This is an optimization exercise on Yosys and OpenROAD, whose aim is small area, a short achievable clock period and few clock cycles per item, not a production implementation. The RTL was checked by simulation tests, not by an equivalence proof against the original design. Power and IR drop assume default switching activity.

## flow/design.v

```verilog
package tfgc_pkg;
   localparam int MAX_CONTACTS_DEF = 4;
   localparam int COORD_BITS_DEF   = 12;
   localparam logic [2:0] OP_PRESS   = 3'd0;
   localparam logic [2:0] OP_MOVE    = 3'd1;
   localparam logic [2:0] OP_RELEASE = 3'd2;
   localparam logic [2:0] OP_TICK    = 3'd3;
   localparam logic [2:0] OP_QUERY   = 3'd4;
   localparam logic [1:0] GEST_NONE     = 2'd0;
   localparam logic [1:0] GEST_MOVE     = 2'd1;
   localparam logic [1:0] GEST_PINCH    = 2'd2;
   localparam logic [1:0] GEST_LONG_TAP = 2'd3;
   localparam logic [1:0] CSR_ACTIVE = 2'd0;
   localparam logic [1:0] CSR_GATE   = 2'd1;
   localparam logic [1:0] CSR_LONG   = 2'd2;
   localparam logic [2:0]  ACTIVE_RST = 3'd4;
   localparam logic [11:0] GATE_RST   = 12'd5;
   localparam logic [15:0] LONG_RST   = 16'd1500;
   localparam logic [15:0] HOLD_MAX   = 16'hFFFF;
   localparam logic signed [63:0] Q16_ONE  = 64'sd65536;
   localparam logic signed [63:0] Q16_HALF = 64'sd32768;
   localparam logic signed [31:0] SAT_MAX  = 32'sh7FFFFFFF;
   localparam logic signed [31:0] SAT_MIN  = 32'sh80000000;
   typedef enum logic [3:0] {
      ST_IDLE,
      ST_MV_WAIT,
      ST_TICK_RD,
      ST_TICK_WR,
      ST_Q_A,
      ST_Q_B,
      ST_Q_DEC,
      ST_LT_B,
      ST_MUL,
      ST_P_DEC,
      ST_SQRT,
      ST_DIV,
      ST_P_OUT,
      ST_FIN
   } state_type;
   function automatic logic signed [31:0] sat32(input logic signed [63:0] v);
      logic signed [31:0] r;
      if (v > 64'(SAT_MAX)) r = SAT_MAX;
      else if (v < 64'(SAT_MIN)) r = SAT_MIN;
      else r = v[31:0];
      sat32 = r;
   endfunction
endpackage
module two_finger_gesture_classifier_unit #(
   parameter int MAX_CONTACTS = tfgc_pkg::MAX_CONTACTS_DEF,
   parameter int COORD_BITS   = tfgc_pkg::COORD_BITS_DEF
) (
   input  logic               clock,
   input  logic               reset,
   input  logic               req_valid,
   output logic               req_stall,
   input  logic [2:0]         req_op,
   input  logic [1:0]         req_contact,
   input  logic [11:0]        req_pos_x,
   input  logic [11:0]        req_pos_y,
   output logic               rsp_valid,
   input  logic               rsp_stall,
   output logic [1:0]         rsp_gesture,
   output logic signed [31:0] rsp_value_x,
   output logic signed [31:0] rsp_value_y,
   output logic [2:0]         rsp_touch_count,
   input  logic               csr_write,
   input  logic [1:0]         csr_index,
   input  logic [15:0]        csr_wdata
);
   localparam int QD  = 20;
   localparam int QAW = 5;
   localparam int QEW = 7;
   localparam int PD  = 5;
   localparam int PAW = 3;
   localparam int K1  = 3;
   localparam int C1  = 4;
   localparam int K2  = 2;
   localparam int C2  = 4;
   localparam int KD  = 2;
   logic [2:0]        active_ff;
   logic [11:0]       gate_ff;
   logic [15:0]       long_ff;
   logic [3:0]        touched_ff;
   logic [3:0][11:0]  px_ff, py_ff;
   logic [3:0][12:0]  mx_ff, my_ff;
   logic [3:0][15:0]  hold_ff;
   logic [2:0]        n_slots;
   logic              in_range, accept;
   logic              is_press, is_move, is_rel, is_tick, is_query;
   logic              cfg_clear, st_change;
   logic [1:0]        pq_a, pq_b;
   logic              pq_have2, pq_dneg, pq_valid;
   logic [QEW-1:0]    q_mem [0:QD-1];
   logic [QAW-1:0]    q_wp, q_rp;
   logic [QAW:0]      q_cnt;
   logic [QEW-1:0]    q_new, q_head;
   logic              q_full, q_pop;
   logic [27:0]       p_mem [0:PD-1];
   logic [PAW-1:0]    p_wp, p_rp;
   logic [PAW:0]      p_cnt;
   logic [27:0]       p_new, p_head;
   logic              p_full, p_push, p_pop;
   logic              j_valid, j_ph;
   logic [24:0]       j_len2;
   logic [3:0]        j_sh;
   logic [11:0]       j_ax, j_ay, j_bx, j_by;
   logic [12:0]       j_sx, j_sy;
   logic              load_ok, head_ok;
   logic [31:0]       o_vx, o_vy;
   assign rsp_valid       = head_ok;
   assign rsp_gesture     = q_head[6:5];
   assign rsp_value_x     = o_vx;
   assign rsp_value_y     = o_vy;
   assign rsp_touch_count = q_head[4:2];
   logic              f_valid, f_stall;
   logic [2:0]        f_op;
   logic [1:0]        f_c;
   logic [11:0]       f_x, f_y;
   always_ff @(posedge clock) begin
      if (reset) begin
         f_valid <= 1'b0;
      end else if (req_valid && !req_stall) begin
         f_valid <= 1'b1;
      end else if (accept) begin
         f_valid <= 1'b0;
      end
   end
   always_ff @(posedge clock) begin
      if (req_valid && !req_stall) begin
         f_op <= req_op;
         f_c  <= req_contact;
         f_x  <= req_pos_x;
         f_y  <= req_pos_y;
      end
   end
   assign n_slots   = (active_ff > 3'd4) ? 3'd4 : active_ff;
   assign in_range  = {1'b0, f_c} < n_slots;
   assign is_press  = (f_op == tfgc_pkg::OP_PRESS);
   assign is_move   = (f_op == tfgc_pkg::OP_MOVE);
   assign is_rel    = (f_op == tfgc_pkg::OP_RELEASE);
   assign is_tick   = (f_op == tfgc_pkg::OP_TICK);
   assign is_query  = (f_op == tfgc_pkg::OP_QUERY);
   assign q_full    = (q_cnt == (QAW+1)'(QD));
   assign p_full    = (p_cnt == (PAW+1)'(PD));
   assign f_stall   = q_full || (is_query && (!pq_valid || j_valid || p_full));
   assign req_stall = f_valid && f_stall;
   assign accept    = f_valid && !f_stall;
   assign cfg_clear = csr_write && (csr_index == tfgc_pkg::CSR_ACTIVE) &&
                      (csr_wdata[2:0] != active_ff);
   assign st_change = (accept && in_range && (is_press || is_move || is_rel)) || cfg_clear;
   always_ff @(posedge clock) begin
      if (reset) begin
         active_ff <= tfgc_pkg::ACTIVE_RST;
         gate_ff   <= tfgc_pkg::GATE_RST;
         long_ff   <= tfgc_pkg::LONG_RST;
      end else if (csr_write) begin
         case (csr_index)
            tfgc_pkg::CSR_ACTIVE: active_ff <= csr_wdata[2:0];
            tfgc_pkg::CSR_GATE:   gate_ff   <= csr_wdata[11:0];
            tfgc_pkg::CSR_LONG:   long_ff   <= csr_wdata;
            default: ;
         endcase
      end
   end
   logic signed [12:0] pr_ax, pr_ay, pr_bx, pr_by;
   logic [11:0]        pr_pxa, pr_pya, pr_pxb, pr_pyb;
   logic               pc_small;
   logic signed [14:0] pc_fdot;
   logic signed [26:0] sr_acc, sr_acc_n;
   logic [3:0]         sr_cnt;
   logic               sr_done;
   always_comb begin
      pc_small = (pr_ax[12:6] == {7{pr_ax[6]}}) && (pr_ay[12:6] == {7{pr_ay[6]}}) &&
                 (pr_bx[12:6] == {7{pr_bx[6]}}) && (pr_by[12:6] == {7{pr_by[6]}});
      pc_fdot = 15'(signed'(pr_ax[6:0]) * signed'(pr_bx[6:0])) +
                15'(signed'(pr_ay[6:0]) * signed'(pr_by[6:0]));
   end
   always_comb begin
      logic signed [26:0] ta, tb;
      ta = pr_bx[sr_cnt] ? 27'(pr_ax) : 27'sd0;
      tb = pr_by[sr_cnt] ? 27'(pr_ay) : 27'sd0;
      if (sr_cnt == 4'd12) sr_acc_n = 27'sd0 - ta - tb;
      else                 sr_acc_n = (sr_acc <<< 1) + ta + tb;
   end
   always_ff @(posedge clock) begin
      if (reset || st_change) begin
         pq_valid <= 1'b0;
         sr_cnt   <= 4'd12;
         sr_done  <= 1'b0;
      end else if (!pq_valid) begin
         if (pc_small) begin
            pq_valid <= 1'b1;
            pq_dneg  <= pc_fdot[14];
         end else if (sr_done) begin
            pq_valid <= 1'b1;
            pq_dneg  <= sr_acc[26];
         end else begin
            sr_acc <= sr_acc_n;
            sr_cnt <= sr_cnt - 4'd1;
            if (sr_cnt == 4'd0) sr_done <= 1'b1;
         end
      end
   end
   logic               c_big;
   logic               c_touched;
   logic signed [12:0] c_dx, c_dy;
   always_comb begin
      logic signed [13:0] g;
      c_touched = touched_ff[f_c];
      c_dx = signed'({1'b0, f_x}) - signed'({1'b0, px_ff[f_c]});
      c_dy = signed'({1'b0, f_y}) - signed'({1'b0, py_ff[f_c]});
      g  = signed'({2'b00, gate_ff});
      c_big = (14'(c_dx) > g) || (14'(c_dx) < -g) || (14'(c_dy) > g) || (14'(c_dy) < -g);
   end
   logic [1:0]         qa, qb;
   logic [11:0]        pxa, pya, pxb, pyb, ppxa, ppya, ppxb, ppyb;
   logic signed [12:0] mxa, mya, mxb, myb;
   logic               ha, hb, lta, ltb;
   logic [11:0]        amxa, amya, amxb, amyb;
   logic [12:0]        sx, sy;
   logic signed [12:0] exp, eyp, exl, eyl;
   logic signed [13:0] smx, smy;
   logic [12:0]        spx, spy;
   always_comb begin
      qa  = pq_a;
      qb  = pq_b;
      pxa = pr_pxa;     pya = pr_pya;
      pxb = pr_pxb;     pyb = pr_pyb;
      mxa = pr_ax;      mya = pr_ay;
      mxb = pr_bx;      myb = pr_by;
      ha  = (mxa == '0) && (mya == '0);
      hb  = (mxb == '0) && (myb == '0);
      lta = hold_ff[qa] > long_ff;
      ltb = hold_ff[qb] > long_ff;
      amxa = mxa[12] ? 12'(-mxa) : mxa[11:0];
      amya = mya[12] ? 12'(-mya) : mya[11:0];
      amxb = mxb[12] ? 12'(-mxb) : mxb[11:0];
      amyb = myb[12] ? 12'(-myb) : myb[11:0];
      sx  = 13'(amxa) + 13'(amxb);
      sy  = 13'(amya) + 13'(amyb);
      ppxa = pxa - mxa[11:0];
      ppya = pya - mya[11:0];
      ppxb = pxb - mxb[11:0];
      ppyb = pyb - myb[11:0];
      exp = 13'(14'(pxb) - 14'(pxa) - 14'(mxb) + 14'(mxa));
      eyp = 13'(14'(pyb) - 14'(pya) - 14'(myb) + 14'(mya));
      exl = signed'({1'b0, pxb}) - signed'({1'b0, pxa});
      eyl = signed'({1'b0, pyb}) - signed'({1'b0, pya});
      smx = 14'(mxa) + 14'(mxb);
      smy = 14'(mya) + 14'(myb);
      spx = 13'(pxa) + 13'(pxb);
      spy = 13'(pya) + 13'(pyb);
   end
   logic [3:0]  touched_in;
   logic [2:0]  cnt_next;
   logic [1:0]  g_new, k_new;
   logic        clr_a, clr_b, job;
   always_comb begin
      touched_in = touched_ff;
      if (in_range) begin
         if (is_press || is_move) touched_in[f_c] = 1'b1;
         if (is_rel)              touched_in[f_c] = 1'b0;
      end
      cnt_next = 3'(touched_in[0]) + 3'(touched_in[1]) + 3'(touched_in[2]) +
                 3'(touched_in[3]);
      g_new  = tfgc_pkg::GEST_NONE;
      k_new  = 2'd0;
      p_new  = '0;
      p_push = 1'b0;
      clr_a  = 1'b0;
      clr_b  = 1'b0;
      job    = 1'b0;
      if (is_query && pq_have2) begin
         if (ha && hb) begin
            if (lta) begin
               clr_a = 1'b1;
               if (ltb) begin
                  clr_b  = 1'b1;
                  g_new  = tfgc_pkg::GEST_LONG_TAP;
                  k_new  = 2'd1;
                  p_push = 1'b1;
                  p_new  = {1'b0, spx, 1'b0, spy};
               end
            end
         end else if (!ha && !hb && !pq_dneg) begin
            g_new  = tfgc_pkg::GEST_MOVE;
            k_new  = 2'd1;
            p_push = 1'b1;
            p_new  = {smx, smy};
         end else begin
            g_new = tfgc_pkg::GEST_PINCH;
            if (exp == '0 && eyp == '0) begin
               k_new = 2'd2;
            end else begin
               k_new = 2'd3;
               job   = 1'b1;
            end
         end
      end
      q_new = {g_new, cnt_next, k_new};
   end
   always_ff @(posedge clock) begin
      if (reset) begin
         touched_ff <= '0;
      end else begin
         if (accept) touched_ff <= touched_in;
         if (cfg_clear) touched_ff <= '0;
      end
   end
   logic [3:0]         wr_new_v, wr_mv_v;
   logic [3:0][12:0]   nmx, nmy;
   logic [3:0][11:0]   npx, npy;
   always_comb begin
      for (int i = 0; i < 4; i++) begin
         npx[i] = (wr_new_v[i] || wr_mv_v[i]) ? f_x : px_ff[i];
         npy[i] = (wr_new_v[i] || wr_mv_v[i]) ? f_y : py_ff[i];
         nmx[i] = wr_new_v[i] ? 13'd0 : wr_mv_v[i] ? c_dx : mx_ff[i];
         nmy[i] = wr_new_v[i] ? 13'd0 : wr_mv_v[i] ? c_dy : my_ff[i];
      end
   end
   always_ff @(posedge clock) begin
      logic [3:0]              tn;
      logic [1:0]              cnt, fa, fb;
      tn = accept ? touched_in : touched_ff;
      cnt = '0;
      fa  = '0;
      fb  = '0;
      for (int i = 0; i < 4; i++) begin
         if (tn[i]) begin
            if (cnt == 2'd0) fa = 2'(i);
            else if (cnt == 2'd1) fb = 2'(i);
            if (cnt != 2'd2) cnt = cnt + 2'd1;
         end
      end
      pq_a     <= fa;
      pq_b     <= fb;
      pq_have2 <= (cnt == 2'd2) && !reset && !cfg_clear;
      pr_ax    <= nmx[fa];
      pr_ay    <= nmy[fa];
      pr_bx    <= nmx[fb];
      pr_by    <= nmy[fb];
      pr_pxa   <= npx[fa];
      pr_pya   <= npy[fa];
      pr_pxb   <= npx[fb];
      pr_pyb   <= npy[fb];
   end
   for (genvar i = 0; i < 4; i++) begin : g_slot
      logic sel, wr_new, wr_mv, tk, clr;
      assign sel    = accept && in_range && (f_c == 2'(i));
      assign wr_new = sel && (is_press || (is_move && !touched_ff[i]));
      assign wr_mv  = sel && is_move && touched_ff[i];
      assign wr_new_v[i] = wr_new;
      assign wr_mv_v[i]  = wr_mv;
      assign tk     = accept && is_tick && touched_ff[i] && (hold_ff[i] != 16'hFFFF);
      assign clr    = accept && ((clr_a && qa == 2'(i)) || (clr_b && qb == 2'(i)));
      always_ff @(posedge clock) begin
         if (wr_new || wr_mv) begin
            px_ff[i] <= f_x;
            py_ff[i] <= f_y;
         end
         if (wr_new) begin
            mx_ff[i] <= '0;
            my_ff[i] <= '0;
         end else if (wr_mv) begin
            mx_ff[i] <= c_dx;
            my_ff[i] <= c_dy;
         end
         if (wr_new || (wr_mv && c_big) || clr) hold_ff[i] <= '0;
         else if (tk) hold_ff[i] <= hold_ff[i] + 16'd1;
      end
   end
   assign q_head = q_mem[q_rp];
   assign p_head = p_mem[p_rp];
   always_ff @(posedge clock) begin
      if (accept) q_mem[q_wp] <= q_new;
      if (accept && p_push) p_mem[p_wp] <= p_new;
   end
   always_ff @(posedge clock) begin
      if (reset) begin
         q_wp  <= '0;
         q_rp  <= '0;
         q_cnt <= '0;
         p_wp  <= '0;
         p_rp  <= '0;
         p_cnt <= '0;
      end else begin
         if (accept) q_wp <= (q_wp == QAW'(QD - 1)) ? '0 : q_wp + QAW'(1);
         if (q_pop)  q_rp <= (q_rp == QAW'(QD - 1)) ? '0 : q_rp + QAW'(1);
         q_cnt <= q_cnt + (QAW+1)'(accept) - (QAW+1)'(q_pop);
         if (accept && p_push) p_wp <= (p_wp == PAW'(PD - 1)) ? '0 : p_wp + PAW'(1);
         if (p_pop)            p_rp <= (p_rp == PAW'(PD - 1)) ? '0 : p_rp + PAW'(1);
         p_cnt <= p_cnt + (PAW+1)'(accept && p_push) - (PAW+1)'(p_pop);
      end
   end
   always_ff @(posedge clock) begin
      if (accept && job) begin
         j_ax <= exp[12] ? 12'(-exp) : exp[11:0];
         j_ay <= eyp[12] ? 12'(-eyp) : eyp[11:0];
         j_bx <= exl[12] ? 12'(-exl) : exl[11:0];
         j_by <= eyl[12] ? 12'(-eyl) : eyl[11:0];
         j_sx <= sx;
         j_sy <= sy;
      end else if (j_valid && !j_ph) begin
         j_ax   <= j_bx;
         j_ay   <= j_by;
         j_len2 <= e_len2;
         j_sh   <= e_sh;
      end
   end
   logic [24:0] e_len2;
   logic [25:0] e_len2n;
   logic        e_neg;
   logic [3:0]  e_sh;
   logic [4:0]  e_wsh;
   logic [3:0]  e_cyc;
   logic        e_root1;
   logic [1:0]  e_rem1;
   always_comb begin
      logic [11:0] o;
      logic [3:0]  m;
      logic [12:0] so;
      logic [3:0]  ms;
      logic [5:0]  n, nr;
      logic [25:0] dd, nl;
      nl = {1'b0, j_len2};
      dd = ({26{j_ph}} & ~nl) + {25'd0, j_ph};
      for (int i = 0; i < 12; i++) begin
         dd = dd + ((26'({j_ax >> (i + 1), 2'b01}) << (2 * i)) & {26{j_ax[i]}});
         dd = dd + ((26'({j_ay >> (i + 1), 2'b01}) << (2 * i)) & {26{j_ay[i]}});
      end
      e_len2 = dd[24:0];
      e_neg  = dd[25];
      o = j_ax | j_ay;
      m = '0;
      for (int i = 0; i < 12; i++) if (o[i]) m = 4'(i);
      e_sh    = 4'd11 - m;
      e_len2n = 26'(j_len2) << (2 * j_sh);
      e_root1 = |e_len2n[25:24];
      e_rem1  = e_len2n[25:24] - 2'(e_root1);
      so = j_sx | j_sy;
      ms = '0;
      for (int i = 0; i < 13; i++) if (so[i]) ms = 4'(i);
      n     = 6'(ms) + 6'd6 + 6'(j_sh);
      e_cyc = 4'((n + 6'(KD - 1)) / 6'(KD));
      nr    = 6'(KD) * 6'(e_cyc);
      e_wsh = 5'(6'd18 - 6'(ms) - (nr - n));
   end
   logic              s1_valid, s1_last, s1_take;
   logic [1:0]        s1_cnt;
   logic [23:0]       s1_rad;
   logic [13:0]       s1_rem, s1_rem_n;
   logic [12:0]       s1_root, s1_root_n;
   logic [12:0]       s1_sx, s1_sy;
   logic              s1_neg;
   logic [3:0]        s1_sh, s1_cyc;
   logic [4:0]        s1_wsh;
   always_comb begin
      logic [15:0] rem2, trial;
      logic [16:0] df;
      s1_rem_n  = s1_rem;
      s1_root_n = s1_root;
      for (int k = 0; k < K1; k++) begin
         rem2  = {s1_rem_n, s1_rad[23-2*k -: 2]};
         trial = {1'b0, s1_root_n, 2'b01};
         df    = {1'b0, rem2} - {1'b0, trial};
         if (!df[16]) begin
            s1_rem_n  = 14'(df);
            s1_root_n = {s1_root_n[11:0], 1'b1};
         end else begin
            s1_rem_n  = 14'(rem2);
            s1_root_n = {s1_root_n[11:0], 1'b0};
         end
      end
   end
   logic              s2_valid, s2_last, s2_take;
   logic [1:0]        s2_cnt;
   logic [22:0]       s2_rem, s2_rem_n;
   logic [20:0]       s2_root, s2_root_n;
   logic [12:0]       s2_sx, s2_sy;
   logic              s2_neg;
   logic [3:0]        s2_sh, s2_cyc;
   logic [4:0]        s2_wsh;
   always_comb begin
      logic [24:0] rem2, trial;
      logic [25:0] df;
      s2_rem_n  = s2_rem;
      s2_root_n = s2_root;
      for (int k = 0; k < K2; k++) begin
         rem2  = {s2_rem_n, 2'b00};
         trial = {2'b00, s2_root_n, 2'b01};
         df    = {1'b0, rem2} - {1'b0, trial};
         if (!df[25]) begin
            s2_rem_n  = 23'(df);
            s2_root_n = {s2_root_n[19:0], 1'b1};
         end else begin
            s2_rem_n  = 23'(rem2);
            s2_root_n = {s2_root_n[19:0], 1'b0};
         end
      end
   end
   logic [1:0]        d_busy, d_done;
   logic [1:0][20:0]  d_d;
   logic [1:0][20:0]  d_rx, d_ry;
   logic [1:0][28:0]  d_qx, d_qy;
   logic [1:0][3:0]   d_cnt;
   logic [1:0]        d_neg;
   logic              d_hturn, d_tturn;
   logic              d_take;
   logic [1:0]        d_rel;
   assign d_take  = s2_last && !d_busy[d_hturn];
   assign s2_take = !s2_valid || d_take;
   assign s1_last = s1_valid && (s1_cnt == 2'(C1 - 1));
   assign s2_last = s2_valid && (s2_cnt == 2'(C2 - 1));
   assign s1_take = !s1_valid || (s1_last && s2_take);
   always_ff @(posedge clock) begin
      if (reset) begin
         j_valid  <= 1'b0;
         j_ph     <= 1'b0;
         s1_valid <= 1'b0;
         s2_valid <= 1'b0;
      end else begin
         if (accept && job) begin
            j_valid <= 1'b1;
            j_ph    <= 1'b0;
         end else if (j_valid && !j_ph) begin
            j_ph    <= 1'b1;
         end else if (j_ph && s1_take) begin
            j_valid <= 1'b0;
            j_ph    <= 1'b0;
         end
         if (s1_take)       s1_valid <= j_ph;
         if (s2_take)       s2_valid <= s1_last;
      end
   end
   always_ff @(posedge clock) begin
      if (s1_take) begin
         s1_cnt  <= '0;
         s1_rad  <= e_len2n[23:0];
         s1_rem  <= 14'(e_rem1);
         s1_root <= 13'(e_root1);
         s1_sx   <= j_sx;
         s1_sy   <= j_sy;
         s1_neg  <= e_neg;
         s1_sh   <= j_sh;
         s1_cyc  <= e_cyc;
         s1_wsh  <= e_wsh;
      end else if (s1_valid && !s1_last) begin
         s1_cnt  <= s1_cnt + 2'd1;
         s1_rad  <= {s1_rad[23-2*K1:0], (2*K1)'(0)};
         s1_rem  <= s1_rem_n;
         s1_root <= s1_root_n;
      end
      if (s2_take) begin
         s2_cnt  <= '0;
         s2_rem  <= 23'(s1_rem_n);
         s2_root <= 21'(s1_root_n);
         s2_sx   <= s1_sx;
         s2_sy   <= s1_sy;
         s2_neg  <= s1_neg;
         s2_sh   <= s1_sh;
         s2_cyc  <= s1_cyc;
         s2_wsh  <= s1_wsh;
      end else if (s2_valid && !s2_last) begin
         s2_cnt  <= s2_cnt + 2'd1;
         s2_rem  <= s2_rem_n;
         s2_root <= s2_root_n;
      end
   end
   for (genvar u = 0; u < 2; u++) begin : g_div
      logic        ld;
      logic [20:0] rx, ry;
      logic [28:0] qx, qy;
      assign ld = d_take && (d_hturn == 1'(u));
      always_comb begin
         logic [21:0] t;
         logic [22:0] df;
         rx = d_rx[u];
         ry = d_ry[u];
         qx = d_qx[u];
         qy = d_qy[u];
         for (int k = 0; k < KD; k++) begin
            t  = {rx, 1'b0};
            df = {1'b0, t} - {2'b00, d_d[u]};
            if (!df[22]) begin rx = df[20:0]; qx = {qx[27:0], 1'b1}; end
            else         begin rx = t[20:0];  qx = {qx[27:0], 1'b0}; end
            t  = {ry, 1'b0};
            df = {1'b0, t} - {2'b00, d_d[u]};
            if (!df[22]) begin ry = df[20:0]; qy = {qy[27:0], 1'b1}; end
            else         begin ry = t[20:0];  qy = {qy[27:0], 1'b0}; end
         end
      end
      always_ff @(posedge clock) begin
         if (reset) begin
            d_busy[u] <= 1'b0;
            d_done[u] <= 1'b0;
         end else if (ld) begin
            d_busy[u] <= 1'b1;
            d_done[u] <= 1'b0;
         end else if (d_rel[u]) begin
            d_busy[u] <= 1'b0;
            d_done[u] <= 1'b0;
         end else if (d_busy[u] && !d_done[u] && d_cnt[u] == 4'd1) begin
            d_done[u] <= 1'b1;
         end
      end
      always_ff @(posedge clock) begin
         if (ld) begin
            d_d[u]   <= s2_root_n & ~((21'd1 << s2_sh) - 21'd1);
            d_rx[u]  <= 21'(32'(s2_sx) << s2_wsh);
            d_ry[u]  <= 21'(32'(s2_sy) << s2_wsh);
            d_qx[u]  <= '0;
            d_qy[u]  <= '0;
            d_cnt[u] <= s2_cyc;
            d_neg[u] <= s2_neg;
         end else if (d_busy[u] && !d_done[u]) begin
            d_rx[u]  <= rx;
            d_ry[u]  <= ry;
            d_qx[u]  <= qx;
            d_qy[u]  <= qy;
            d_cnt[u] <= d_cnt[u] - 4'd1;
         end
      end
   end
   always_ff @(posedge clock) begin
      if (reset) begin
         d_hturn <= 1'b0;
         d_tturn <= 1'b0;
      end else begin
         if (d_take) d_hturn <= !d_hturn;
         if (q_pop && q_head[1:0] == 2'd3) d_tturn <= !d_tturn;
      end
   end
   always_comb begin
      logic signed [13:0] hx, hy;
      logic [28:0]        eqx, eqy;
      logic               eneg;
      load_ok = !rsp_stall;
      head_ok = (q_cnt != '0) && (q_head[1:0] != 2'd3 || d_done[d_tturn]);
      q_pop   = load_ok && head_ok;
      p_pop   = q_pop && (q_head[1:0] == 2'd1);
      d_rel   = '0;
      d_rel[d_tturn] = q_pop && (q_head[1:0] == 2'd3);
      hx   = p_head[27:14];
      hy   = p_head[13:0];
      eqx  = d_qx[d_tturn];
      eqy  = d_qy[d_tturn];
      eneg = d_neg[d_tturn];
      case (q_head[1:0])
         2'd1: begin
            o_vx = {{3{hx[13]}}, hx, 15'd0};
            o_vy = {{3{hy[13]}}, hy, 15'd0};
         end
         2'd2: begin
            o_vx = 32'h7FFFFFFF;
            o_vy = 32'h7FFFFFFF;
         end
         2'd3: begin
            o_vx = eneg ? 32'd65536 - 32'(eqx) : 32'd65536 + 32'(eqx);
            o_vy = eneg ? 32'd65536 - 32'(eqy) : 32'd65536 + 32'(eqy);
         end
         default: begin
            o_vx = '0;
            o_vy = '0;
         end
      endcase
   end
endmodule
```

## flow/run.sh

```bash
#!/bin/bash
# synth_recipe.tcl (not shown) runs the flow's synth.tcl, then flattens the netlist and writes it again
# the make line also repeats each setting of config.mk as NAME=value (left out here)
make -C /OpenROAD-flow-scripts/flow DESIGN_CONFIG=/design/flow/config.mk WORK_HOME=/design/flow/orfs CLKGATE_MAP_FILE= SYNTH_SCRIPT=/design/flow/synth_recipe.tcl finish
```

## flow/config.mk

```make
export PLATFORM = sky130hd
export DESIGN_NAME = two_finger_gesture_classifier_unit
export DESIGN_NICKNAME = two_finger_gesture_classifier_unit
export VERILOG_FILES = /design/flow/design.v
export SDC_FILE = /design/flow/constraint.sdc
export NUM_CORES = 4
export LEC_CHECK = 0
export ABC_AREA = 1
export CAP_MARGIN = 20
export CORE_MARGIN = 2
export CORE_UTILIZATION = 55
export PLACE_DENSITY = 0.68
export SETUP_SLACK_MARGIN = 4.2
export SLEW_MARGIN = 20
```

## flow/constraint.sdc

```tcl
create_clock -name core_clock -period 11.0 [get_ports {clock}]
set_input_delay 2.2000 -clock core_clock [delete_from_list [all_inputs] [get_ports {clock}]]
set_output_delay 2.2000 -clock core_clock [all_outputs]
set_load 0.01 [all_outputs]
```

==> results.sh, run 1 <==
export IMPL_cpLargestDelayFamily="simple AND/OR/NAND/NOR gates"
export IMPL_num_vias=81988
export IMPL_multi_input_area_sq_mm=0.0531
export IMPL_hold_class="register to register"
export IMPL_leakagePower_nw=48.0
export IMPL_syn_area_sq_mm=0.0954
export IMPL_place_hpwl_mm=219
export IMPL_status="complete, no violations"
export IMPL_maxCapViolCount=0
export IMPL_grt_max_degree=87
export IMPL_final_common_cell="nand2_1"
export IMPL_dieArea_sq_mm=0.177
export IMPL_grt_use_total=0.324
export IMPL_path_buf_inv=4
export IMPL_fp_dieW_microns=420
export IMPL_required_ps=8800
export IMPL_relSlewSlack=0.126
export IMPL_rows=152
export IMPL_worst_slew_pin_slew_ps=1310
export IMPL_ys_seq_area_frac=0.353
export IMPL_htreeDepth=4
export IMPL_hold_viol=0
export IMPL_final_seq_area_sq_mm=0.0337
export IMPL_power_total_mw=18.5
export IMPL_yosysTopAreaCellShare=0.224
export IMPL_start_util=0.555
export IMPL_overflow=0
export IMPL_rsz0062_at_grt="yes"
export IMPL_ys_types=77
export IMPL_cts_buffers=153
export IMPL_gp_congestion=1.02
export IMPL_avgSynthCellArea_sq_um=8.00
export IMPL_clock_skew_ps=35.7
export IMPL_crit_path_max_incr_delay_ps=570
export IMPL_drt_initial_drc_count=7598
export IMPL_drive_gt1_frac=0.0517
export IMPL_period_needed_ps=6600
export IMPL_clk_pin_slew_worst_paths_ps=60
export IMPL_portBuffers=122
export IMPL_synth_warnings=1
export IMPL_final_cell_mix="nand2_1, inv_1, o21ai_0"
export IMPL_cp_data_arrival_time_ps=4400
export IMPL_grt_pass1_vias=79197
export IMPL_clock_latency_ps=840
export IMPL_areaGrowthSynthToFinish_pct=9.32
export IMPL_slew_violations=0
export IMPL_grt_pass1_wl_mm=445
export IMPL_cts_sinks=1326
export IMPL_antenna_found_initial=2
export IMPL_tritoncts="built"
export IMPL_synth_seq_cells=1326
export IMPL_critPathSlowestCell="clkdlybuf4s50_1"
export IMPL_detail_route_antenna_nets=0
export IMPL_syn_inst=11916
export IMPL_fillers=15416
export IMPL_core_sq_mm=0.172
export IMPL_async_flop_share=0
export IMPL_layout_nets=13010
export IMPL_crit_chain="buf_4, inv_4, o21ai_0, nor2_1, nand2_1, nor2_1, nand2_1, nor4_2, nand2_1, nand2_1, nand2_2, nor2_2, inv_2, o21ai_2, nand2_1, nand2_1, nand3_1, o211ai_1, clkdlybuf4s50_1"
export IMPL_setup_viol=0
export IMPL_finalCritPeriodShare=0.600
export IMPL_yosys_most_used_dff="edfxtp_1"
export IMPL_synthTopCellsByArea="edfxtp_1, dfxtp_1, ha_1, nand2_1, inv_1"
export IMPL_ios=123
export IMPL_viasPerCell=5.73
export IMPL_path_common_cell="nand2_1"
export IMPL_synth_nets=13055
export IMPL_drc_errors=0
export IMPL_ir_drop_uv=218
export IMPL_fin_setup_tns_ps=0
export IMPL_critical_path_class="register to output pin"
export IMPL_synth_top_cell_by_area="edfxtp_1"
export IMPL_cp_max_fo=16
export IMPL_cts_buffer_depth=3
export IMPL_critPathCaptureType="output pin"
export IMPL_dr_pass1_iters=8
export IMPL_synth_edf_count=710
export IMPL_drt_total_wl_mm=291
export IMPL_antenna_cells=0
export IMPL_power_per_cell_area_mw_per_mm2=177
export IMPL_die_h_microns=420
export IMPL_root_buffer="clkbuf_16"
export IMPL_max_freq_mhz=151
export IMPL_wl_per_cell_microns=20.3
export IMPL_critPathLaunchType="register"
==> final timing paths <==
| check | start | end | slack [ps] | depth (start not counted) |
|---|---|---|---|---|
| worst max-delay path | d_tturn$_SDFFE_PP0P_ | rsp_value_x[25] | 4400 | 19 |
| worst min-delay path | s1_wsh[2]$_DFFE_PN_ | s2_wsh[2]$_DFFE_PN_ | 410 | 0 |
| worst max register to register | pr_ax[1]$_DFF_P_ | pq_dneg$_DFFE_PP_ | 4480 | 18 |
| worst min register to register | s1_wsh[2]$_DFFE_PN_ | s2_wsh[2]$_DFFE_PN_ | 410 | 0 |
==> registers in the layout (all words and copies together) (netlist names), 16 cells and up, named ones only <==
signal	count
q_mem	140
d_rx	42
d_ry	42
j_len2	25
long_ff	16
s2_root	21
my_ff	52
px_ff	48
mx_ff	52
sr_acc	27
d_d	42
s2_rem	23
s1_rad	24
hold_ff	64
p_mem	140
d_qy	58
d_qx	58
py_ff	48
==> cells in the mapped netlist, types with 8 or more instances <==
cell type	n
nand3_1	414
xnor2_1	164
o21ai_1	143
ha_1	751
o21ai_2	11
o211ai_1	70
buf_4	16
a32o_1	14
xor2_1	360
buf_6	12
a211oi_1	14
o31ai_1	19
a22oi_1	107
nor3_1	119
nand3b_1	12
buf_1	21
a31oi_1	71
buf_2	60
clkinv_1	12
inv_1	1817
fa_1	336
o22ai_1	86
or2_2	76
nand4_1	65
clkbuf_1	317
nor4_1	36
nor4_2	8
a21oi_1	915
nor2_1	882
a21oi_2	8
nand2_1	2179
edfxtp_1	710
nand2_2	16
o21ai_0	1040
nand2_4	8
a21o_1	35
o221ai_1	70
a21boi_0	18
o21bai_1	45
mux2i_1	53
a221oi_1	30
nor2_2	14
inv_2	40
dfxtp_1	616
o21a_1	24
==> worst reg2reg max path, cell delays in order, from the launching register on <==
cell	delay [ps]
dfxtp_1	760
inv_1	490
nand2_1	270
fa_1	450
inv_1	90
fa_1	440
fa_1	500
fa_1	560
inv_1	60
fa_1	530
inv_1	60
fa_1	490
ha_1	320
a21oi_1	160
nor2_1	60
a211oi_1	200
o2111ai_1	200
xor2_2	490
o21ai_0	170
==> through the flow <==
stage	hold WS [ps]	cell area (sq um)	util	worst slack [ps]	cells
6_report	414	104000	0.606	4400	14312
5_1_grt	421	104000	0.606	4140	14312
4_1_cts	410	104000	0.605	4210	14296
3_5_place_dp	405	98400	0.572	3600	14002
3_3_place_gp	402	98400	0.572	3490	14002
2_1_floorplan	400	95400	-	5000	11916
==> routing by layer <==
metal,routed length [microns],track usage,vias to the layer above
met5,0,0,-
met3,19100,0.0431,666
met1,121000,0.416,38843
met4,16600,0.170,0
li1,-,-,39508
met2,134000,0.531,2971
==> power breakdown <==
group / switching, mW / total, mW / internal [mW]
Clock: 2.26 / 5.43 / 3.17
Combinational: 4.45 / 6.99 / 2.54
Sequential: 0.403 / 6.08 / 5.67
Total: 7.11 / 18.5 / 11.4
==> final cells by class <==
cell class,instances,area share
tap,2310,0.0277
inverter,1871,0.0678
multi-input combinational,8292,0.509
clock buffer,194,0.0404
sequential,1326,0.323
clock inverter,92,0.0113
timing repair buffer,223,0.0205
timing repair inverter,4,0.000264
==> cell families (layout without fill, tap and decap cells) <==
family	after synthesis	count (layout)	share of synthesized area
muxes	53	53	0.00556
buffers and inverters	2298	2384	0.0929
xor gates and xnor gates	524	524	0.0481
and+or+nand+nor	3868	3868	0.169
adders and majority gates	1087	1087	0.169
AOI/OAI and AO/OA	2760	2760	0.163
DFF	1326	1326	0.353
==> repair_timing <==
item,in CTS,in global routing
buffers inserted,7,8
gates resized for setup,28,28
hold buffers,0,0
endpoints found under the setup margin,65,99
cloned,1,7
pin swaps,2,2
hold endpoints to repair,0,0
Testbench counts, summed over its fixed seeds: cycles 6,674, items 6,484.
==> run 2, diff against run 1 <==
--- a/flow/design.v
+++ b/flow/design.v
@@ -70,5 +70,5 @@
    localparam int QD  = 20;
    localparam int QAW = 5;
-   localparam int QEW = 7;
+   localparam int QEW = 6;
    localparam int PD  = 5;
    localparam int PAW = 3;
@@ -109,8 +109,11 @@
    logic [31:0]       o_vx, o_vy;
    assign rsp_valid       = head_ok;
-   assign rsp_gesture     = q_head[6:5];
+   assign rsp_gesture     = (q_head[2:0] == 3'd0) ? tfgc_pkg::GEST_NONE :
+                            (q_head[2:0] == 3'd1) ? tfgc_pkg::GEST_MOVE :
+                            (q_head[2:0] == 3'd2) ? tfgc_pkg::GEST_LONG_TAP :
+                                                    tfgc_pkg::GEST_PINCH;
    assign rsp_value_x     = o_vx;
    assign rsp_value_y     = o_vy;
-   assign rsp_touch_count = q_head[4:2];
+   assign rsp_touch_count = q_head[5:3];
    logic              f_valid, f_stall;
    logic [2:0]        f_op;
@@ -177,9 +180,11 @@
    end
    always_comb begin
-      logic signed [26:0] ta, tb;
+      logic signed [26:0] ta, tb, base;
+      logic               first;
       ta = pr_bx[sr_cnt] ? 27'(pr_ax) : 27'sd0;
       tb = pr_by[sr_cnt] ? 27'(pr_ay) : 27'sd0;
-      if (sr_cnt == 4'd12) sr_acc_n = 27'sd0 - ta - tb;
-      else                 sr_acc_n = (sr_acc <<< 1) + ta + tb;
+      first    = (sr_cnt == 4'd12);
+      base     = first ? 27'sd0 : (sr_acc <<< 1);
+      sr_acc_n = base + (ta ^ {27{first}}) + (tb ^ {27{first}}) + 27'(signed'({1'b0, first, 1'b0}));
    end
    always_ff @(posedge clock) begin
@@ -254,5 +259,5 @@
    logic [3:0]  touched_in;
    logic [2:0]  cnt_next;
-   logic [1:0]  g_new, k_new;
+   logic [2:0]  k_new;
    logic        clr_a, clr_b, job;
    always_comb begin
@@ -264,6 +269,5 @@
       cnt_next = 3'(touched_in[0]) + 3'(touched_in[1]) + 3'(touched_in[2]) +
                  3'(touched_in[3]);
-      g_new  = tfgc_pkg::GEST_NONE;
-      k_new  = 2'd0;
+      k_new  = 3'd0;
       p_new  = '0;
       p_push = 1'b0;
@@ -277,6 +281,5 @@
                if (ltb) begin
                   clr_b  = 1'b1;
-                  g_new  = tfgc_pkg::GEST_LONG_TAP;
-                  k_new  = 2'd1;
+                  k_new  = 3'd2;
                   p_push = 1'b1;
                   p_new  = {1'b0, spx, 1'b0, spy};
@@ -284,19 +287,17 @@
             end
          end else if (!ha && !hb && !pq_dneg) begin
-            g_new  = tfgc_pkg::GEST_MOVE;
-            k_new  = 2'd1;
+            k_new  = 3'd1;
             p_push = 1'b1;
             p_new  = {smx, smy};
          end else begin
-            g_new = tfgc_pkg::GEST_PINCH;
             if (exp == '0 && eyp == '0) begin
-               k_new = 2'd2;
+               k_new = 3'd3;
             end else begin
-               k_new = 2'd3;
+               k_new = 3'd4;
                job   = 1'b1;
             end
          end
       end
-      q_new = {g_new, cnt_next, k_new};
+      q_new = {cnt_next, k_new};
    end
    always_ff @(posedge clock) begin
@@ -412,6 +413,4 @@
    logic        e_neg;
    logic [3:0]  e_sh;
-   logic [4:0]  e_wsh;
-   logic [3:0]  e_cyc;
    logic        e_root1;
    logic [1:0]  e_rem1;
@@ -419,7 +418,4 @@
       logic [11:0] o;
       logic [3:0]  m;
-      logic [12:0] so;
-      logic [3:0]  ms;
-      logic [5:0]  n, nr;
       logic [25:0] dd, nl;
       nl = {1'b0, j_len2};
@@ -438,11 +434,4 @@
       e_root1 = |e_len2n[25:24];
       e_rem1  = e_len2n[25:24] - 2'(e_root1);
-      so = j_sx | j_sy;
-      ms = '0;
-      for (int i = 0; i < 13; i++) if (so[i]) ms = 4'(i);
-      n     = 6'(ms) + 6'd6 + 6'(j_sh);
-      e_cyc = 4'((n + 6'(KD - 1)) / 6'(KD));
-      nr    = 6'(KD) * 6'(e_cyc);
-      e_wsh = 5'(6'd18 - 6'(ms) - (nr - n));
    end
    logic              s1_valid, s1_last, s1_take;
@@ -453,6 +442,5 @@
    logic [12:0]       s1_sx, s1_sy;
    logic              s1_neg;
-   logic [3:0]        s1_sh, s1_cyc;
-   logic [4:0]        s1_wsh;
+   logic [3:0]        s1_sh;
    always_comb begin
       logic [15:0] rem2, trial;
@@ -479,6 +467,19 @@
    logic [12:0]       s2_sx, s2_sy;
    logic              s2_neg;
-   logic [3:0]        s2_sh, s2_cyc;
-   logic [4:0]        s2_wsh;
+   logic [3:0]        s2_sh;
+   logic [4:0]        h_wsh;
+   logic [3:0]        h_cyc;
+   always_comb begin
+      logic [12:0] so;
+      logic [3:0]  ms;
+      logic [5:0]  n, nr;
+      so = s2_sx | s2_sy;
+      ms = '0;
+      for (int i = 0; i < 13; i++) if (so[i]) ms = 4'(i);
+      n     = 6'(ms) + 6'd6 + 6'(s2_sh);
+      h_cyc = 4'((n + 6'(KD - 1)) / 6'(KD));
+      nr    = 6'(KD) * 6'(h_cyc);
+      h_wsh = 5'(6'd18 - 6'(ms) - (nr - n));
+   end
    always_comb begin
       logic [24:0] rem2, trial;
@@ -543,6 +544,4 @@
          s1_neg  <= e_neg;
          s1_sh   <= j_sh;
-         s1_cyc  <= e_cyc;
-         s1_wsh  <= e_wsh;
       end else if (s1_valid && !s1_last) begin
          s1_cnt  <= s1_cnt + 2'd1;
@@ -559,6 +558,4 @@
          s2_neg  <= s1_neg;
          s2_sh   <= s1_sh;
-         s2_cyc  <= s1_cyc;
-         s2_wsh  <= s1_wsh;
       end else if (s2_valid && !s2_last) begin
          s2_cnt  <= s2_cnt + 2'd1;
@@ -607,9 +604,9 @@
          if (ld) begin
             d_d[u]   <= s2_root_n & ~((21'd1 << s2_sh) - 21'd1);
-            d_rx[u]  <= 21'(32'(s2_sx) << s2_wsh);
-            d_ry[u]  <= 21'(32'(s2_sy) << s2_wsh);
+            d_rx[u]  <= 21'(32'(s2_sx) << h_wsh);
+            d_ry[u]  <= 21'(32'(s2_sy) << h_wsh);
             d_qx[u]  <= '0;
             d_qy[u]  <= '0;
-            d_cnt[u] <= s2_cyc;
+            d_cnt[u] <= h_cyc;
             d_neg[u] <= s2_neg;
          end else if (d_busy[u] && !d_done[u]) begin
@@ -628,5 +625,5 @@
       end else begin
          if (d_take) d_hturn <= !d_hturn;
-         if (q_pop && q_head[1:0] == 2'd3) d_tturn <= !d_tturn;
+         if (q_pop && q_head[2:0] == 3'd4) d_tturn <= !d_tturn;
       end
    end
@@ -636,9 +633,9 @@
       logic               eneg;
       load_ok = !rsp_stall;
-      head_ok = (q_cnt != '0) && (q_head[1:0] != 2'd3 || d_done[d_tturn]);
+      head_ok = (q_cnt != '0) && (q_head[2:0] != 3'd4 || d_done[d_tturn]);
       q_pop   = load_ok && head_ok;
-      p_pop   = q_pop && (q_head[1:0] == 2'd1);
+      p_pop   = q_pop && (q_head[2:0] == 3'd1 || q_head[2:0] == 3'd2);
       d_rel   = '0;
-      d_rel[d_tturn] = q_pop && (q_head[1:0] == 2'd3);
+      d_rel[d_tturn] = q_pop && (q_head[2:0] == 3'd4);
       hx   = p_head[27:14];
       hy   = p_head[13:0];
@@ -646,16 +643,16 @@
       eqy  = d_qy[d_tturn];
       eneg = d_neg[d_tturn];
-      case (q_head[1:0])
-         2'd1: begin
+      case (q_head[2:0])
+         3'd1, 3'd2: begin
             o_vx = {{3{hx[13]}}, hx, 15'd0};
             o_vy = {{3{hy[13]}}, hy, 15'd0};
          end
-         2'd2: begin
+         3'd3: begin
             o_vx = 32'h7FFFFFFF;
             o_vy = 32'h7FFFFFFF;
          end
-         2'd3: begin
-            o_vx = eneg ? 32'd65536 - 32'(eqx) : 32'd65536 + 32'(eqx);
-            o_vy = eneg ? 32'd65536 - 32'(eqy) : 32'd65536 + 32'(eqy);
+         3'd4: begin
+            o_vx = 32'd65536 + (32'(eqx) ^ {32{eneg}}) + {31'd0, eneg};
+            o_vy = 32'd65536 + (32'(eqy) ^ {32{eneg}}) + {31'd0, eneg};
          end
          default: begin
--- a/flow/config.mk
+++ b/flow/config.mk
@@ -9,6 +9,6 @@
 export CAP_MARGIN = 20
 export CORE_MARGIN = 2
-export CORE_UTILIZATION = 55
-export PLACE_DENSITY = 0.68
+export CORE_UTILIZATION = 65
+export PLACE_DENSITY = 0.75
 export SETUP_SLACK_MARGIN = 4.2
 export SLEW_MARGIN = 20
==> run 2 against run 1 <==
Die area decreased by 17%. Worst setup slack improved by 1.1 ps. First-iteration DRC count increased by 19%. Clock skew increased by 14 ps. Cell count decreased by 4.4%. Via count increased by 1.2%. Cell area decreased by 3.0%. Critical path type is now register to register. Critical endpoint is now pq_dneg$_DFFE_PP_.
==> results.sh, run 2 <==
export IMPL_slew_violations=0
export IMPL_path_common_cell="fa_1"
export IMPL_synth_edf_count=672
export IMPL_crit_chain="clkinvlp_4, or2_2, fa_1, inv_1, fa_1, inv_1, fa_1, inv_1, fa_1, inv_1, fa_1, inv_1, fa_1, ha_1, nand4_1, nor3_1, a221oi_1, xnor2_2, a21oi_1"
export IMPL_fin_cells=13688
export IMPL_regMostFlops="p_mem"
export IMPL_drc_errors=0
export IMPL_fin_setup_tns_ps=0
export IMPL_top_regs="p_mem (140), q_mem (120), hold_ff (64)"
export IMPL_yosys_cell_count_top_type="nand2_1"
export IMPL_syn_inst=11724
export IMPL_grt_pass1_vias=80011
export IMPL_power_per_cell_area_mw_per_mm2=203
export IMPL_yosys_most_used_dff="edfxtp_1"
export IMPL_relSlewSlack=0.196
export IMPL_syn_area_sq_mm=0.0933
export IMPL_fillers=11593
export IMPL_cp_max_fo=10
export IMPL_die_h_microns=383
export IMPL_final_cell_mix="nand2_1, inv_1, o21ai_0"
export IMPL_detail_route_antenna_nets=0
export IMPL_portBuffers=122
export IMPL_num_vias=83003
export IMPL_ir_drop_uv=214
export IMPL_drive_gt1_frac=0.0450
export IMPL_avgSynthCellArea_sq_um=7.96
export IMPL_clock_latency_ps=810
export IMPL_ys_seq_area_frac=0.349
export IMPL_synth_top_cell_by_area="edfxtp_1"
export IMPL_start_util=0.652
export IMPL_rows=139
export IMPL_async_flop_share=0
export IMPL_root_buffer="clkbuf_16"
export IMPL_max_freq_mhz=151
export IMPL_areaGrowthSynthToFinish_pct=8.37
export IMPL_cp_data_arrival_time_ps=7120
export IMPL_hold_class="register to register"
export IMPL_synth_warnings=1
export IMPL_final_common_cell="nand2_1"
export IMPL_ys_types=79
export IMPL_dr_pass1_iters=7
export IMPL_synth_seq_cells=1288
export IMPL_fp_dieW_microns=383
export IMPL_place_hpwl_mm=217
export IMPL_layout_nets=12777
export IMPL_tritoncts="built"
export IMPL_grt_max_degree=90
export IMPL_clock_skew_ps=49.4
export IMPL_leakagePower_nw=45.7
export IMPL_wl_per_cell_microns=21.3
export IMPL_viasPerCell=6.06
export IMPL_clk_pin_slew_worst_paths_ps=70
export IMPL_placed_cells=13404
export IMPL_holdBufCountCts=0
export IMPL_rsz0062_at_grt="no"
export IMPL_critPathCaptureType="register"
export IMPL_gp_congestion=1.04
export IMPL_synthTopCellsByArea="edfxtp_1, dfxtp_1, ha_1, nand2_1, fa_1"
export IMPL_ios=123
export IMPL_status="complete, no violations"
export IMPL_critPathLaunchType="register"
export IMPL_cts_sinks=1288
export IMPL_maxCapViolCount=0
export IMPL_drt_total_wl_mm=291
export IMPL_dieArea_sq_mm=0.147
export IMPL_largest_reg_flops=140
export IMPL_grt_pass1_wl_mm=446
export IMPL_critPathSlowestCell="dfxtp_1"
export IMPL_critical_path_class="register to register"
export IMPL_core_sq_mm=0.143
export IMPL_worst_r2r_setup_slack_ps=4400
export IMPL_yosysTopAreaCellShare=0.216
export IMPL_hold_viol=0
export IMPL_worst_slew_pin_slew_ps=1200
export IMPL_grt_use_total=0.389
export IMPL_cts_buffers=138
export IMPL_overflow=0
export IMPL_cts_buffer_depth=3
export IMPL_required_ps=11510
export IMPL_period_needed_ps=6600
export IMPL_setup_viol=0
export IMPL_crit_path_max_incr_delay_ps=670
export IMPL_synthTopCellsByCount="nand2_1, inv_1, o21ai_0, nor2_1, a21oi_1"
export IMPL_synth_nets=12832
export IMPL_htreeDepth=4
export IMPL_antenna_found_initial=8
export IMPL_finalCritPeriodShare=0.600
export IMPL_drt_initial_drc_count=9024
[run 2: where the power goes]
part	switching [mW]	internal (mW)
Sequential	0.432	5.68
Combinational	6.27	3.39
Clock	2.08	2.69
[run 2: cell type report]
cell class / count / area [sq um] / share of cell area
Antenna cell: 1 / 2.50 / 0.0000248
Clock buffer: 187 / 3850 / 0.0381
Clock inverter: 68 / 797 / 0.00788
Inverter: 1748 / 6630 / 0.0656
Multi-Input combinational cell: 8245 / 52600 / 0.520
Sequential cell: 1288 / 32500 / 0.322
Tap cell: 1903 / 2380 / 0.0236
Timing Repair Buffer: 243 / 2280 / 0.0225
Timing Repair inverter: 5 / 32.5 / 0.000322
[run 2: final timing paths]
check,startpoint,end,cells past startpoint
hold reg to reg,s1_sx[5]$_DFFE_PN_,s2_sx[5]$_DFFE_PN_,0
setup / recovery,pr_by[6]$_DFF_P_,pq_dneg$_DFFE_PP_,19
setup reg to reg,pr_by[6]$_DFF_P_,pq_dneg$_DFFE_PP_,19
hold / removal,s1_sx[5]$_DFFE_PN_,s2_sx[5]$_DFFE_PN_,0
[run 2: per-layer routing]
layer / GRT usage / up-vias / routed length [microns] / share of wire
met4: 0.230 / 8 / 19100 / 0.066
li1: - / 38904 / - / -
met3: 0.0586 / 884 / 24500 / 0.084
met2: 0.643 / 4099 / 136000 / 0.47
met1: 0.484 / 39108 / 112000 / 0.38
met5: 0 / - / 48 / 0.00016
[run 2: worst max-delay path: cells and delay by family (launching register included)]
family / cells / cell delay [ps]
adder cells (fa/ha/maj): 7 / 3420
buffers and inverters: 6 / 750
flip-flops: 1 / 670
AO/OA/AOI/OAI: 2 / 600
AND/OR/NAND/NOR: 3 / 560
XOR/XNOR: 1 / 320
[run 2: per-stage QoR]
step / total power, mW / utilization / hold slack [ps] / instance area (sq um) / setup slack (ps)
2_1_floorplan: 12.5 / - / 400 / 93300 / 5390
3_3_place_gp: 15.2 / 0.671 / 402 / 95900 / 3740
3_5_place_dp: 15.5 / 0.671 / 405 / 95900 / 3590
4_1_cts: 20.3 / 0.705 / 417 / 101000 / 4200
5_1_grt: 21.7 / 0.707 / 415 / 101000 / 4220
6_report: 20.5 / 0.707 / 412 / 101000 / 4400
[run 2: logic make-up (layout without fill, tap and decap cells)]
logic type	after synthesis	count (layout)	share of synthesized area
buffers and inverters	2192	2251	0.0903
multiplexers	14	14	0.00150
adder cells (fa/ha/maj)	1056	1056	0.169
AND/OR/NAND/NOR	3779	3780	0.166
AO/OA/AOI/OAI	2782	2782	0.167
XOR/XNOR	613	613	0.0578
flip-flops	1288	1288	0.349
other	0	1	0
[run 2: what timing repair did]
item	CTS	global route
endpoints found under the setup margin	69	153
gates resized for setup	19	41
cloned	3	5
buffers inserted	9	10
Testbench counts of run 2, summed over its fixed seeds: cycles 6,674, items 6,484.
==> run 3, diff against run 2 <==
--- a/flow/design.v
+++ b/flow/design.v
@@ -71,6 +71,4 @@
    localparam int QAW = 5;
    localparam int QEW = 6;
-   localparam int PD  = 5;
-   localparam int PAW = 3;
    localparam int K1  = 3;
    localparam int C1  = 4;
@@ -96,14 +94,10 @@
    logic [QEW-1:0]    q_new, q_head;
    logic              q_full, q_pop;
-   logic [27:0]       p_mem [0:PD-1];
-   logic [PAW-1:0]    p_wp, p_rp;
-   logic [PAW:0]      p_cnt;
-   logic [27:0]       p_new, p_head;
-   logic              p_full, p_push, p_pop;
    logic              j_valid, j_ph;
    logic [24:0]       j_len2;
    logic [3:0]        j_sh;
    logic [11:0]       j_ax, j_ay, j_bx, j_by;
-   logic [12:0]       j_sx, j_sy;
+   logic [13:0]       j_sx, j_sy;
+   logic              j_bp;
    logic              load_ok, head_ok;
    logic [31:0]       o_vx, o_vy;
@@ -145,6 +139,5 @@
    assign is_query  = (f_op == tfgc_pkg::OP_QUERY);
    assign q_full    = (q_cnt == (QAW+1)'(QD));
-   assign p_full    = (p_cnt == (PAW+1)'(PD));
-   assign f_stall   = q_full || (is_query && (!pq_valid || j_valid || p_full));
+   assign f_stall   = q_full || (is_query && (!pq_valid || j_valid));
    assign req_stall = f_valid && f_stall;
    assign accept    = f_valid && !f_stall;
@@ -260,5 +253,6 @@
    logic [2:0]  cnt_next;
    logic [2:0]  k_new;
-   logic        clr_a, clr_b, job;
+   logic        clr_a, clr_b, job, bp;
+   logic [13:0] bp_x, bp_y;
    always_comb begin
       touched_in = touched_ff;
@@ -270,6 +264,7 @@
                  3'(touched_in[3]);
       k_new  = 3'd0;
-      p_new  = '0;
-      p_push = 1'b0;
+      bp_x   = '0;
+      bp_y   = '0;
+      bp     = 1'b0;
       clr_a  = 1'b0;
       clr_b  = 1'b0;
@@ -282,12 +277,16 @@
                   clr_b  = 1'b1;
                   k_new  = 3'd2;
-                  p_push = 1'b1;
-                  p_new  = {1'b0, spx, 1'b0, spy};
+                  job    = 1'b1;
+                  bp     = 1'b1;
+                  bp_x   = {1'b0, spx};
+                  bp_y   = {1'b0, spy};
                end
             end
          end else if (!ha && !hb && !pq_dneg) begin
             k_new  = 3'd1;
-            p_push = 1'b1;
-            p_new  = {smx, smy};
+            job    = 1'b1;
+            bp     = 1'b1;
+            bp_x   = smx;
+            bp_y   = smy;
          end else begin
             if (exp == '0 && eyp == '0) begin
@@ -372,8 +371,6 @@
    end
    assign q_head = q_mem[q_rp];
-   assign p_head = p_mem[p_rp];
    always_ff @(posedge clock) begin
       if (accept) q_mem[q_wp] <= q_new;
-      if (accept && p_push) p_mem[p_wp] <= p_new;
    end
    always_ff @(posedge clock) begin
@@ -382,14 +379,8 @@
          q_rp  <= '0;
          q_cnt <= '0;
-         p_wp  <= '0;
-         p_rp  <= '0;
-         p_cnt <= '0;
       end else begin
          if (accept) q_wp <= (q_wp == QAW'(QD - 1)) ? '0 : q_wp + QAW'(1);
          if (q_pop)  q_rp <= (q_rp == QAW'(QD - 1)) ? '0 : q_rp + QAW'(1);
          q_cnt <= q_cnt + (QAW+1)'(accept) - (QAW+1)'(q_pop);
-         if (accept && p_push) p_wp <= (p_wp == PAW'(PD - 1)) ? '0 : p_wp + PAW'(1);
-         if (p_pop)            p_rp <= (p_rp == PAW'(PD - 1)) ? '0 : p_rp + PAW'(1);
-         p_cnt <= p_cnt + (PAW+1)'(accept && p_push) - (PAW+1)'(p_pop);
       end
    end
@@ -400,6 +391,7 @@
          j_bx <= exl[12] ? 12'(-exl) : exl[11:0];
          j_by <= eyl[12] ? 12'(-eyl) : eyl[11:0];
-         j_sx <= sx;
-         j_sy <= sy;
+         j_sx <= bp ? bp_x : 14'(sx);
+         j_sy <= bp ? bp_y : 14'(sy);
+         j_bp <= bp;
       end else if (j_valid && !j_ph) begin
          j_ax   <= j_bx;
@@ -440,6 +432,6 @@
    logic [13:0]       s1_rem, s1_rem_n;
    logic [12:0]       s1_root, s1_root_n;
-   logic [12:0]       s1_sx, s1_sy;
-   logic              s1_neg;
+   logic [13:0]       s1_sx, s1_sy;
+   logic              s1_neg, s1_bp;
    logic [3:0]        s1_sh;
    always_comb begin
@@ -465,6 +457,6 @@
    logic [22:0]       s2_rem, s2_rem_n;
    logic [20:0]       s2_root, s2_root_n;
-   logic [12:0]       s2_sx, s2_sy;
-   logic              s2_neg;
+   logic [13:0]       s2_sx, s2_sy;
+   logic              s2_neg, s2_bp;
    logic [3:0]        s2_sh;
    logic [4:0]        h_wsh;
@@ -474,5 +466,5 @@
       logic [3:0]  ms;
       logic [5:0]  n, nr;
-      so = s2_sx | s2_sy;
+      so = s2_sx[12:0] | s2_sy[12:0];
       ms = '0;
       for (int i = 0; i < 13; i++) if (so[i]) ms = 4'(i);
@@ -523,5 +515,5 @@
          if (accept && job) begin
             j_valid <= 1'b1;
-            j_ph    <= 1'b0;
+            j_ph    <= bp;
          end else if (j_valid && !j_ph) begin
             j_ph    <= 1'b1;
@@ -536,5 +528,6 @@
    always_ff @(posedge clock) begin
       if (s1_take) begin
-         s1_cnt  <= '0;
+         s1_cnt  <= j_bp ? 2'(C1 - 1) : 2'd0;
+         s1_bp   <= j_bp;
          s1_rad  <= e_len2n[23:0];
          s1_rem  <= 14'(e_rem1);
@@ -551,5 +544,6 @@
       end
       if (s2_take) begin
-         s2_cnt  <= '0;
+         s2_cnt  <= s1_bp ? 2'(C2 - 1) : 2'd0;
+         s2_bp   <= s1_bp;
          s2_rem  <= 23'(s1_rem_n);
          s2_root <= 21'(s1_root_n);
@@ -593,5 +587,5 @@
          end else if (ld) begin
             d_busy[u] <= 1'b1;
-            d_done[u] <= 1'b0;
+            d_done[u] <= s2_bp;
          end else if (d_rel[u]) begin
             d_busy[u] <= 1'b0;
@@ -606,6 +600,6 @@
             d_rx[u]  <= 21'(32'(s2_sx) << h_wsh);
             d_ry[u]  <= 21'(32'(s2_sy) << h_wsh);
-            d_qx[u]  <= '0;
-            d_qy[u]  <= '0;
+            d_qx[u]  <= s2_bp ? 29'(signed'(s2_sx)) : 29'd0;
+            d_qy[u]  <= s2_bp ? 29'(signed'(s2_sy)) : 29'd0;
             d_cnt[u] <= h_cyc;
             d_neg[u] <= s2_neg;
@@ -625,22 +619,23 @@
       end else begin
          if (d_take) d_hturn <= !d_hturn;
-         if (q_pop && q_head[2:0] == 3'd4) d_tturn <= !d_tturn;
+         if (q_pop && h_eng) d_tturn <= !d_tturn;
       end
    end
+   logic h_eng;
    always_comb begin
       logic signed [13:0] hx, hy;
       logic [28:0]        eqx, eqy;
       logic               eneg;
+      h_eng   = (q_head[2:0] == 3'd1) || (q_head[2:0] == 3'd2) || (q_head[2:0] == 3'd4);
       load_ok = !rsp_stall;
-      head_ok = (q_cnt != '0) && (q_head[2:0] != 3'd4 || d_done[d_tturn]);
+      head_ok = (q_cnt != '0) && (!h_eng || d_done[d_tturn]);
       q_pop   = load_ok && head_ok;
-      p_pop   = q_pop && (q_head[2:0] == 3'd1 || q_head[2:0] == 3'd2);
       d_rel   = '0;
-      d_rel[d_tturn] = q_pop && (q_head[2:0] == 3'd4);
-      hx   = p_head[27:14];
-      hy   = p_head[13:0];
+      d_rel[d_tturn] = q_pop && h_eng;
       eqx  = d_qx[d_tturn];
       eqy  = d_qy[d_tturn];
       eneg = d_neg[d_tturn];
+      hx   = eqx[13:0];
+      hy   = eqy[13:0];
       case (q_head[2:0])
          3'd1, 3'd2: begin
--- a/flow/config.mk
+++ b/flow/config.mk
@@ -9,6 +9,6 @@
 export CAP_MARGIN = 20
 export CORE_MARGIN = 2
-export CORE_UTILIZATION = 65
-export PLACE_DENSITY = 0.75
-export SETUP_SLACK_MARGIN = 4.2
+export CORE_UTILIZATION = 60
+export PLACE_DENSITY = 0.72
+export SETUP_SLACK_MARGIN = 4.5
 export SLEW_MARGIN = 20
==> run 3 against run 2 <==
Still clean. Die area up 3.4%. Global-route usage shrank 1.6 points. Cell count shrank 1.9%. Combinational power rose by 72%. Non-clock buffer count is 52 higher. Critical path type is now register to output pin. Highest routed layer unchanged.
==> results.sh, run 3 <==
export IMPL_antenna_found_initial=8
export IMPL_async_flop_share=0
export IMPL_cp_max_fo=15
export IMPL_ys_seq_area_frac=0.331
export IMPL_largest_reg_flops=120
export IMPL_grt_pass1_vias=76700
export IMPL_critPathLaunchType="register"
export IMPL_detail_route_antenna_nets=0
export IMPL_dieArea_sq_mm=0.152
export IMPL_ys_types=80
export IMPL_cts_sinks=1144
export IMPL_syn_area_sq_mm=0.0891
export IMPL_fin_setup_tns_ps=0
export IMPL_pre_cts_slack_ps=3710
export IMPL_num_vias=79935
export IMPL_synthTopCellsByArea="edfxtp_1, dfxtp_1, ha_1, nand2_1, fa_1"
export IMPL_dr_pass1_iters=8
export IMPL_period_needed_ps=6430
export IMPL_yosys_most_used_dff="edfxtp_1"
export IMPL_rows=141
export IMPL_slew_violations=0
export IMPL_critPathSlowestCell="clkdlybuf4s50_1"
export IMPL_final_cell_mix="nand2_1, inv_1, o21ai_0"
export IMPL_relSlewSlack=0.223
export IMPL_hold_viol=0
export IMPL_start_util=0.604
export IMPL_synth_warnings=1
export IMPL_overflow=0
export IMPL_final_common_cell="nand2_1"
export IMPL_max_freq_mhz=155
export IMPL_gp_congestion=0.989
export IMPL_required_ps=8800
export IMPL_htreeDepth=4
export IMPL_layout_nets=12480
export IMPL_regMostFlops="q_mem"
export IMPL_grt_max_degree=83
export IMPL_clock_latency_ps=820
export IMPL_tritoncts="built"
export IMPL_avgSynthCellArea_sq_um=7.84
export IMPL_die_h_microns=389
export IMPL_drc_errors=0
export IMPL_synthTopCellsByCount="nand2_1, inv_1, o21ai_0, a21oi_1, nor2_1"
export IMPL_wl_per_cell_microns=21.5
export IMPL_drt_initial_drc_count=8199
export IMPL_yosys_cell_count_top_type="nand2_1"
export IMPL_crit_chain="o21ai_0, a21oi_1, a21oi_1, o21ai_0, nand3_1, o21ai_0, or2_2, nand3_1, buf_8, clkinvlp_4, a21oi_1, o21ai_1, clkdlybuf4s50_1"
export IMPL_final_setup_worst_slack_ps=4570
export IMPL_leakagePower_nw=44.5
export IMPL_yosysTopAreaCellShare=0.223
export IMPL_fillers=12543
export IMPL_fp_dieW_microns=389
export IMPL_root_buffer="clkbuf_16"
export IMPL_final_seq_area_sq_mm=0.0296
export IMPL_drive_gt1_frac=0.0609
export IMPL_multi_input_area_sq_mm=0.0518
export IMPL_power_per_cell_area_mw_per_mm2=274
export IMPL_cp_data_arrival_time_ps=4230
export IMPL_grt_use_total=0.373
export IMPL_status="complete, no violations"
export IMPL_critPathCaptureType="output pin"
export IMPL_viasPerCell=5.96
export IMPL_drt_total_wl_mm=289
export IMPL_grt_pass1_wl_mm=439
export IMPL_ios=123
export IMPL_cts_buffers=131
export IMPL_areaGrowthSynthToFinish_pct=9.95
export IMPL_portBuffers=122
export IMPL_place_hpwl_mm=218
export IMPL_worst_slew_pin_slew_ps=1160
export IMPL_ir_drop_uv=452
export IMPL_setup_viol=0
export IMPL_clk_pin_slew_worst_paths_ps=60
export IMPL_maxCapViolCount=0
export IMPL_hold_class="register to register"
export IMPL_clock_skew_ps=55.1
export IMPL_crit_path_max_incr_delay_ps=500
export IMPL_synth_seq_cells=1144
export IMPL_synth_top_cell_by_area="edfxtp_1"
export IMPL_rsz0062_at_grt="yes"
export IMPL_critical_path_class="register to output pin"
export IMPL_syn_inst=11360
export IMPL_finalCritPeriodShare=0.585
export IMPL_top_regs="q_mem (120), hold_ff (64)"
export IMPL_core_sq_mm=0.147
export IMPL_cts_buffer_depth=3
export IMPL_synth_edf_count=661
export IMPL_synth_nets=12459
export IMPL_holdBufCountCts=0
[run 3: cell types whose count changed after synthesis, moves of 23 or more]
cell | before | now
o21ai_1 | 17 | 80
a22oi_1 | 15 | 60
a32oi_1 | 51 | 0
o21ai_0 | 1285 | 1230
nor2_1 | 999 | 728
clkbuf_1 | 367 | 329
nand3_1 | 340 | 365
nand2_1 | 2081 | 2216
xor2_1 | 433 | 355
dfxtp_1 | 616 | 483
xnor2_1 | 179 | 203
o22ai_1 | 166 | 74
nor4_1 | 52 | 29
[run 3: layout make-up]
type                       count  area share
clock buffer                 168      0.0371
sequential                  1144       0.302
clock inverter                71     0.00907
tap                         1930      0.0247
multi-input combinational   8032       0.529
inverter                    1767      0.0685
timing repair buffer         295      0.0290
timing repair inverter        10    0.000716
antenna                        6    0.000153
[run 3: repair_timing]
item	in CTS	in global routing
cloned	12	5
setup endpoints to repair	225	326
setup buffers	20	74
pin swaps	1	14
resized for setup	83	145
[run 3: final timing paths]
check	startpoint	to	slack (ps)	cells past startpoint
hold reg to reg	s1_sh[3]$_DFFE_PN_	s2_sh[3]$_DFFE_PN_	400	0
hold / removal	s1_sh[3]$_DFFE_PN_	s2_sh[3]$_DFFE_PN_	400	0
setup reg to reg	j_ph$_SDFFE_PP0P_	j_len2[24]$_DFFE_PP_	4780	25
setup / recovery	register	rsp_value_x[21]	4570	13
[run 3: metrics by stage]
step / utilization / total power, mW / cells / instance area, sq um / hold WS, ps
after global routing: 0.664 / 29.3 / 13419 / 97900 / 420
after CTS: 0.656 / 26.6 / 13338 / 96800 / 401
final: 0.664 / 26.9 / 13423 / 97900 / 400
after global placement: 0.621 / 21.5 / 13067 / 91600 / 402
after floorplan: - / 17.4 / 11360 / 89100 / 400
after detailed placement: 0.621 / 21.8 / 13067 / 91600 / 405
[run 3: critical path: cells and delay by family, from the launching register on]
kind            cells  cell delay, ps
compound gates      7            1500
simple gates        3             590
flops               1             410
buf+inv             3             910
[run 3: power by group]
part	internal, mW	switching, mW	total [mW]
combinational	6.44	10.1	16.6
clock	2.64	1.94	4.58
sequential	5.20	0.526	5.72
[run 3: metal layers]
| metal | up-vias | track usage | part of all wire |
|---|---|---|---|
| met3 | 716 | 0.0574 | 0.082 |
| met4 | 6 | 0.199 | 0.061 |
| met5 | - | 0 | 0.00013 |
| met2 | 3605 | 0.605 | 0.46 |
| li1 | 37721 | - | - |
| met1 | 37887 | 0.481 | 0.40 |
[run 3: kinds of logic after synthesis]
family / after synthesis / share of synthesized area
and+or+nand+nor: 3674 / 0.170
xor gates and xnor gates: 564 / 0.0561
muxes: 21 / 0.00236
DFF: 1144 / 0.331
buffers and inverters: 2186 / 0.0944
AOI/OAI and AO/OA: 2724 / 0.170
adders and majority gates: 1047 / 0.175
Testbench counts of run 3, summed over its fixed seeds: cycles 6,674, items 6,484.

[afterwards: timing with drivers on the ports]
In the flow no input, the clock included, has a driving cell. The finished layouts below were timed again as built, in two steps. Step 1 sets driving cells, clkbuf_16 on the clock port and buf_2 on the other inputs (assumed; they add their load-dependent delay and slew). Step 2 also shifts input and output timing later by t, the mid clock arrival at the registers, as if the neighbouring blocks saw the same clock. Slacks: ideal / step 1 / step 2; pairs: ideal / step 1.
run | shift t [ns] | setup WS [ns] | worst slew at a driven data input, ns
run 1 | 0.918 | 4.395 / 4.303 / 4.479 | 0.05
run 2 | 0.867 | 4.396 / 4.396 / 4.396 | 0.09
run 3 | 0.890 | 4.567 / 4.470 / 4.778 | 0.08
After both steps setup and hold are still met in every run listed.
